What follows belongs to an exercise in optimizing a design on an open flow for small area, a short achievable clock period and few clock cycles per item; a production flow would make more cautious choices.
Where RTL was checked, it was by simulation tests only, not by an equivalence proof against the original.
No activity file was given, so power comes from the tool's default toggle rates.

Setup of the reference run:
// motor_speed_pi_pid_control_core
module motor_speed_pi_pid_control_core #(
    parameter int SAMPLE_WIDTH   = 16,
    parameter int GAIN_FRAC_BITS = 8,
    parameter int ACC_WIDTH      = 48
) (
    input  wire logic                                   i_clk,
    input  wire logic                                   i_rst_n,
    input  wire logic                                   i_s_axis_tvalid,
    output      logic                                   o_s_axis_tready,
    input  wire logic [((2*SAMPLE_WIDTH+1+7)/8)*8-1:0]  i_s_axis_tdata,
    output      logic                                   o_m_axis_tvalid,
    input  wire logic                                   i_m_axis_tready,
    output      logic [mspc_pkg::OUT_DATA_W-1:0]        o_m_axis_tdata,
    input  wire logic                                   i_cfg_we,
    input  wire logic [mspc_pkg::CFG_ADDR_W-1:0]        i_cfg_addr,
  ...
==> module mspc_sub_ks, before the edit <==
module mspc_sub_ks #(
    parameter int W = 17
) (
    input  wire logic [W-1:0] i_a,
    input  wire logic [W-1:0] i_b,
    output      logic [W-1:0] o_d
);
    localparam int L = $clog2(W);
    logic [W-1:0] w_p [0:L];
    logic [W-1:0] w_g [0:L];
    logic [W-1:0] w_nb;
    assign w_nb     = ~i_b;
    assign w_p[0]   = i_a ^ w_nb;
    assign w_g[0]   = (i_a & w_nb) | {{(W-1){1'b0}}, i_a[0] | w_nb[0]};
    for (genvar l = 0; l < L; l++) begin : g_lvl
        for (genvar i = 0; i < W; i++) begin : g_bit
            if (i >= (1 << l)) begin : g_op
                assign w_g[l+1][i] = w_g[l][i] | (w_p[l][i] & w_g[l][i-(1<<l)]);
                assign w_p[l+1][i] = w_p[l][i] & w_p[l][i-(1<<l)];
            end else begin : g_pass
                assign w_g[l+1][i] = w_g[l][i];
                assign w_p[l+1][i] = w_p[l][i];
            end
        end
    end
    assign o_d = w_p[0] ^ {w_g[L][W-2:0], 1'b1};
endmodule
==> flow/config.mk <==
export PLATFORM = sky130hd
export DESIGN_NAME = motor_speed_pi_pid_control_core
export DESIGN_NICKNAME = motor_speed_pi_pid_control_core
export VERILOG_FILES = /design/flow/design.v
export SDC_FILE = /design/flow/constraint.sdc
export NUM_CORES = 4
export LEC_CHECK = 0
export ABC_AREA = 1
export CAP_MARGIN = 20
export CORE_MARGIN = 2
export CORE_UTILIZATION = 55
export PLACE_DENSITY = 0.7
export SLEW_MARGIN = 20
==> flow/constraint.sdc <==
create_clock -name core_clock -period 20.0 [get_ports {i_clk}]
set_input_delay 4.0000 -clock core_clock [delete_from_list [all_inputs] [get_ports {i_clk}]]
set_output_delay 4.0000 -clock core_clock [all_outputs]
set_load 0.01 [all_outputs]
standard.sh (not shown) runs the stock make flow with config.mk's settings and CLKGATE_MAP_FILE= SYNTH_SCRIPT=/design/flow/synth_recipe.tcl, a recipe that flattens the netlist after the stock synthesis.
==> flow/flow/run.sh <==
#!/bin/bash
set -euo pipefail
MARGIN=${MARGIN:-14.7}
sed 's/yosys synth -nofsm -noshare/yosys synth -nofsm -noshare -noabc/' synth_recipe.tcl > synth_noabc.tcl
bash standard.sh SYNTH_SCRIPT="$PWD/synth_noabc.tcl" SYNTH_OPERATIONS_ARGS=-booth SETUP_SLACK_MARGIN=$MARGIN \
    "BUFFER_PORTS_ARGS=-buffer_cell sky130_fd_sc_hd__buf_2" finish > standard_flow.log 2>&1
[inputs] the trial run vs the reference run
--- a/flow/design.v
+++ b/flow/design.v
@@ -150,5 +150,6 @@
 endmodule
 module mspc_sub_ks #(
-    parameter int W = 17
+    parameter int W = 17,
+    parameter int L = 5          
 ) (
     input  wire logic [W-1:0] i_a,
@@ -156,5 +157,4 @@
     output      logic [W-1:0] o_d
 );
-    localparam int L = $clog2(W);
     logic [W-1:0] w_p [0:L];
     logic [W-1:0] w_g [0:L];
==> comparison <==
Diff the trial run..the reference run | die area | unchanged
Number of multi-input combinational cells came out exactly the same in the trial run and the reference run.
Any difference in combinational power between the reference run and the trial run is small enough to ignore.
The clock sink total of the trial run and that of the reference run are within noise of each other.
Compared the trial run against the reference run; clock-pin transition on the worst setup and hold timing paths within noise.
From the reference run to the trial run, total of clock buffers placed in the layout did not move at all.
Cell count essentially unchanged between the reference run and the trial run.
The trial run and the reference run ended up with nearly the same finished layout cell area.
The reference run -> the trial run: average wire per cell in the routed design delta 0, exact match
Reported for the trial run and the reference run, power per unit of standard cell area turned out identical to the last digit.
Share of final-layout standard cells stronger than drive strength 1 came out exactly the same in the trial run and the reference run.
As far as leakage power goes, the reference run and the trial run are indistinguishable; the numbers are identical.
Between the trial run and the reference run, the cell count of the worst reg-to-reg path does not differ in any meaningful way.
Testbench counts of the trial run, summed over its fixed seeds: cycles 19,416, items 19,200.
Only the layout flow was run in the reference run; the RTL was not checked for function there.

========
== v4 ==
Another version of the RTL of motor_speed_pi_pid_control_core (not shown whole).
Size: ~4300 cells after synthesis.
==> module mspc_cfg_regs, before the edit <==
module mspc_cfg_regs (
    input  wire logic                            i_clk,
    input  wire logic                            i_rst_n,
    input  wire logic                            i_cfg_we,
    input  wire logic [mspc_pkg::CFG_ADDR_W-1:0] i_cfg_addr,
    input  wire logic [mspc_pkg::CFG_DATA_W-1:0] i_cfg_wdata,
    output      logic                            o_mode,
    output      logic                            o_swap,
    output      logic [mspc_pkg::GAIN_W-1:0]     o_g1,
    output      logic [mspc_pkg::GAIN_W-1:0]     o_g2,
    output      logic [mspc_pkg::GAIN_W-1:0]     o_pos_ki,
    output      logic [mspc_pkg::LIMIT_W-1:0]    o_pwm_limit,
    output      logic [mspc_pkg::LIMIT_W-1:0]    o_integral_limit
);
    localparam int GW = mspc_pkg::GAIN_W;
    logic [GW-1:0] r_g1b, r_g2b;
    logic          w_wr_g1, w_wr_g2;      
    logic          w_wr_g1b, w_wr_g2b;    
    assign o_swap   = i_cfg_we && (i_cfg_addr == mspc_pkg::REG_MODE) && (i_cfg_wdata[0] != o_mode);
    assign w_wr_g1  = i_cfg_we && (o_mode ? (i_cfg_addr == mspc_pkg::REG_POS_KD)
                                          : (i_cfg_addr == mspc_pkg::REG_INC_KP));
    assign w_wr_g1b = i_cfg_we && (o_mode ? (i_cfg_addr == mspc_pkg::REG_INC_KP)
                                          : (i_cfg_addr == mspc_pkg::REG_POS_KD));
    assign w_wr_g2  = i_cfg_we && (o_mode ? (i_cfg_addr == mspc_pkg::REG_POS_KP)
                                          : (i_cfg_addr == mspc_pkg::REG_INC_KI));
    assign w_wr_g2b = i_cfg_we && (o_mode ? (i_cfg_addr == mspc_pkg::REG_INC_KI)
                                          : (i_cfg_addr == mspc_pkg::REG_POS_KP));
    always_ff @(posedge i_clk) begin
        if (!i_rst_n) begin
            o_mode           <= 1'b0;
            o_g1             <= '0;
            r_g1b            <= mspc_pkg::RST_POS_KD;
            o_g2             <= '0;
            r_g2b            <= mspc_pkg::RST_POS_KP;
            o_pos_ki         <= mspc_pkg::RST_POS_KI;
            o_pwm_limit      <= mspc_pkg::RST_PWM_LIMIT;
            o_integral_limit <= mspc_pkg::RST_INTEGRAL_LIMIT;
        end else begin
            if (o_swap) begin
                o_mode <= i_cfg_wdata[0];
                o_g1   <= r_g1b;
                r_g1b  <= o_g1;
                o_g2   <= r_g2b;
                r_g2b  <= o_g2;
            end
            if (w_wr_g1)  o_g1  <= i_cfg_wdata;
            if (w_wr_g1b) r_g1b <= i_cfg_wdata;
            if (w_wr_g2)  o_g2  <= i_cfg_wdata;
            if (w_wr_g2b) r_g2b <= i_cfg_wdata;
            if (i_cfg_we && (i_cfg_addr == mspc_pkg::REG_POS_KI)) begin
                o_pos_ki <= i_cfg_wdata;
            end
            if (i_cfg_we && (i_cfg_addr == mspc_pkg::REG_PWM_LIMIT)) begin
                o_pwm_limit <= i_cfg_wdata[mspc_pkg::LIMIT_W-1:0];
            end
            if (i_cfg_we && (i_cfg_addr == mspc_pkg::REG_INTEGRAL_LIMIT)) begin
                o_integral_limit <= i_cfg_wdata[mspc_pkg::LIMIT_W-1:0];
            end
        end
    end
endmodule
Settings: LEC_CHECK=0, ABC_AREA=1, CAP_MARGIN=20, CORE_MARGIN=2, CORE_UTILIZATION=55, PLACE_DENSITY=0.7, SLEW_MARGIN=20; clock period 20.0 ns.
Scripts as last shown in full above: flow/flow/run.sh
The following lists how v6 was set up differently from v4:
--- a/flow/design.v
+++ b/flow/design.v
@@ -41,17 +41,31 @@
 );
     localparam int GW = mspc_pkg::GAIN_W;
     logic [GW-1:0] r_g1b, r_g2b;
+    logic                            r_we;
+    logic [mspc_pkg::CFG_ADDR_W-1:0] r_addr;
+    logic [mspc_pkg::CFG_DATA_W-1:0] r_wdata;
+    always_ff @(posedge i_clk) begin
+        if (!i_rst_n) begin
+            r_we <= 1'b0;
+        end else begin
+            r_we <= i_cfg_we;
+        end
+    end
+    always_ff @(posedge i_clk) begin
+        r_addr  <= i_cfg_addr;
+        r_wdata <= i_cfg_wdata;
+    end
     logic          w_wr_g1, w_wr_g2;      
     logic          w_wr_g1b, w_wr_g2b;    
-    assign o_swap   = i_cfg_we && (i_cfg_addr == mspc_pkg::REG_MODE) && (i_cfg_wdata[0] != o_mode);
-    assign w_wr_g1  = i_cfg_we && (o_mode ? (i_cfg_addr == mspc_pkg::REG_POS_KD)
-                                          : (i_cfg_addr == mspc_pkg::REG_INC_KP));
-    assign w_wr_g1b = i_cfg_we && (o_mode ? (i_cfg_addr == mspc_pkg::REG_INC_KP)
-                                          : (i_cfg_addr == mspc_pkg::REG_POS_KD));
-    assign w_wr_g2  = i_cfg_we && (o_mode ? (i_cfg_addr == mspc_pkg::REG_POS_KP)
-                                          : (i_cfg_addr == mspc_pkg::REG_INC_KI));
-    assign w_wr_g2b = i_cfg_we && (o_mode ? (i_cfg_addr == mspc_pkg::REG_INC_KI)
-                                          : (i_cfg_addr == mspc_pkg::REG_POS_KP));
+    assign o_swap   = r_we && (r_addr == mspc_pkg::REG_MODE) && (r_wdata[0] != o_mode);
+    assign w_wr_g1  = r_we && (o_mode ? (r_addr == mspc_pkg::REG_POS_KD)
+                                          : (r_addr == mspc_pkg::REG_INC_KP));
+    assign w_wr_g1b = r_we && (o_mode ? (r_addr == mspc_pkg::REG_INC_KP)
+                                          : (r_addr == mspc_pkg::REG_POS_KD));
+    assign w_wr_g2  = r_we && (o_mode ? (r_addr == mspc_pkg::REG_POS_KP)
+                                          : (r_addr == mspc_pkg::REG_INC_KI));
+    assign w_wr_g2b = r_we && (o_mode ? (r_addr == mspc_pkg::REG_INC_KI)
+                                          : (r_addr == mspc_pkg::REG_POS_KP));
     always_ff @(posedge i_clk) begin
         if (!i_rst_n) begin
             o_mode           <= 1'b0;
@@ -64,24 +78,24 @@
             o_integral_limit <= mspc_pkg::RST_INTEGRAL_LIMIT;
         end else begin
             if (o_swap) begin
-                o_mode <= i_cfg_wdata[0];
+                o_mode <= r_wdata[0];
                 o_g1   <= r_g1b;
                 r_g1b  <= o_g1;
                 o_g2   <= r_g2b;
                 r_g2b  <= o_g2;
             end
-            if (w_wr_g1)  o_g1  <= i_cfg_wdata;
-            if (w_wr_g1b) r_g1b <= i_cfg_wdata;
-            if (w_wr_g2)  o_g2  <= i_cfg_wdata;
-            if (w_wr_g2b) r_g2b <= i_cfg_wdata;
-            if (i_cfg_we && (i_cfg_addr == mspc_pkg::REG_POS_KI)) begin
-                o_pos_ki <= i_cfg_wdata;
+            if (w_wr_g1)  o_g1  <= r_wdata;
+            if (w_wr_g1b) r_g1b <= r_wdata;
+            if (w_wr_g2)  o_g2  <= r_wdata;
+            if (w_wr_g2b) r_g2b <= r_wdata;
+            if (r_we && (r_addr == mspc_pkg::REG_POS_KI)) begin
+                o_pos_ki <= r_wdata;
             end
-            if (i_cfg_we && (i_cfg_addr == mspc_pkg::REG_PWM_LIMIT)) begin
-                o_pwm_limit <= i_cfg_wdata[mspc_pkg::LIMIT_W-1:0];
+            if (r_we && (r_addr == mspc_pkg::REG_PWM_LIMIT)) begin
+                o_pwm_limit <= r_wdata[mspc_pkg::LIMIT_W-1:0];
             end
-            if (i_cfg_we && (i_cfg_addr == mspc_pkg::REG_INTEGRAL_LIMIT)) begin
-                o_integral_limit <= i_cfg_wdata[mspc_pkg::LIMIT_W-1:0];
+            if (r_we && (r_addr == mspc_pkg::REG_INTEGRAL_LIMIT)) begin
+                o_integral_limit <= r_wdata[mspc_pkg::LIMIT_W-1:0];
             end
         end
     end
Notes after the runs:
- Going from v4 to v6, the die area was enlarged.
- Per the comparison of v6 with v4, power shrank by 480 µW, post-synth design cell area grew by about 1%, mean number of vias per cell shrank by about 2.7%, routed wire length shrank by about 6.6%.
- Post-synthesis xor/xnor area fraction essentially unchanged between v4 and v6.
Testbench counts of v6, summed over its fixed seeds: cycles 19,416, items 19,200.
No functional check of the RTL was part of v4.

[separate check: timing with driven ports]
Ports are ideal in the flow. The routed layouts listed here were re-timed in OpenROAD.
Step 1: set_driving_cell puts a clkbuf_16 on i_clk and a buf_2 on each other input, an assumption about the parent block.
Step 2 times the ports against the registers' clock, not the clock port: input delays grow and output delays shrink by t, the midpoint of the rising clock arrivals with the driver on.
Slacks: ideal ports / drivers / drivers and shift; pairs: ideal ports / drivers.
run	t, ns	slack for setup (ns)	worst data-port slew with drivers (ns)
the reference run	0.655	14.723 / 14.723 / 14.166	0.05
the trial run	0.655	14.723 / 14.723 / 14.166	0.05
v4	0.653	14.645 / 14.645 / 14.161	0.05
v6	0.663	14.686 / 14.686 / 14.222	0.04
After both steps setup and hold are still met in every run listed.
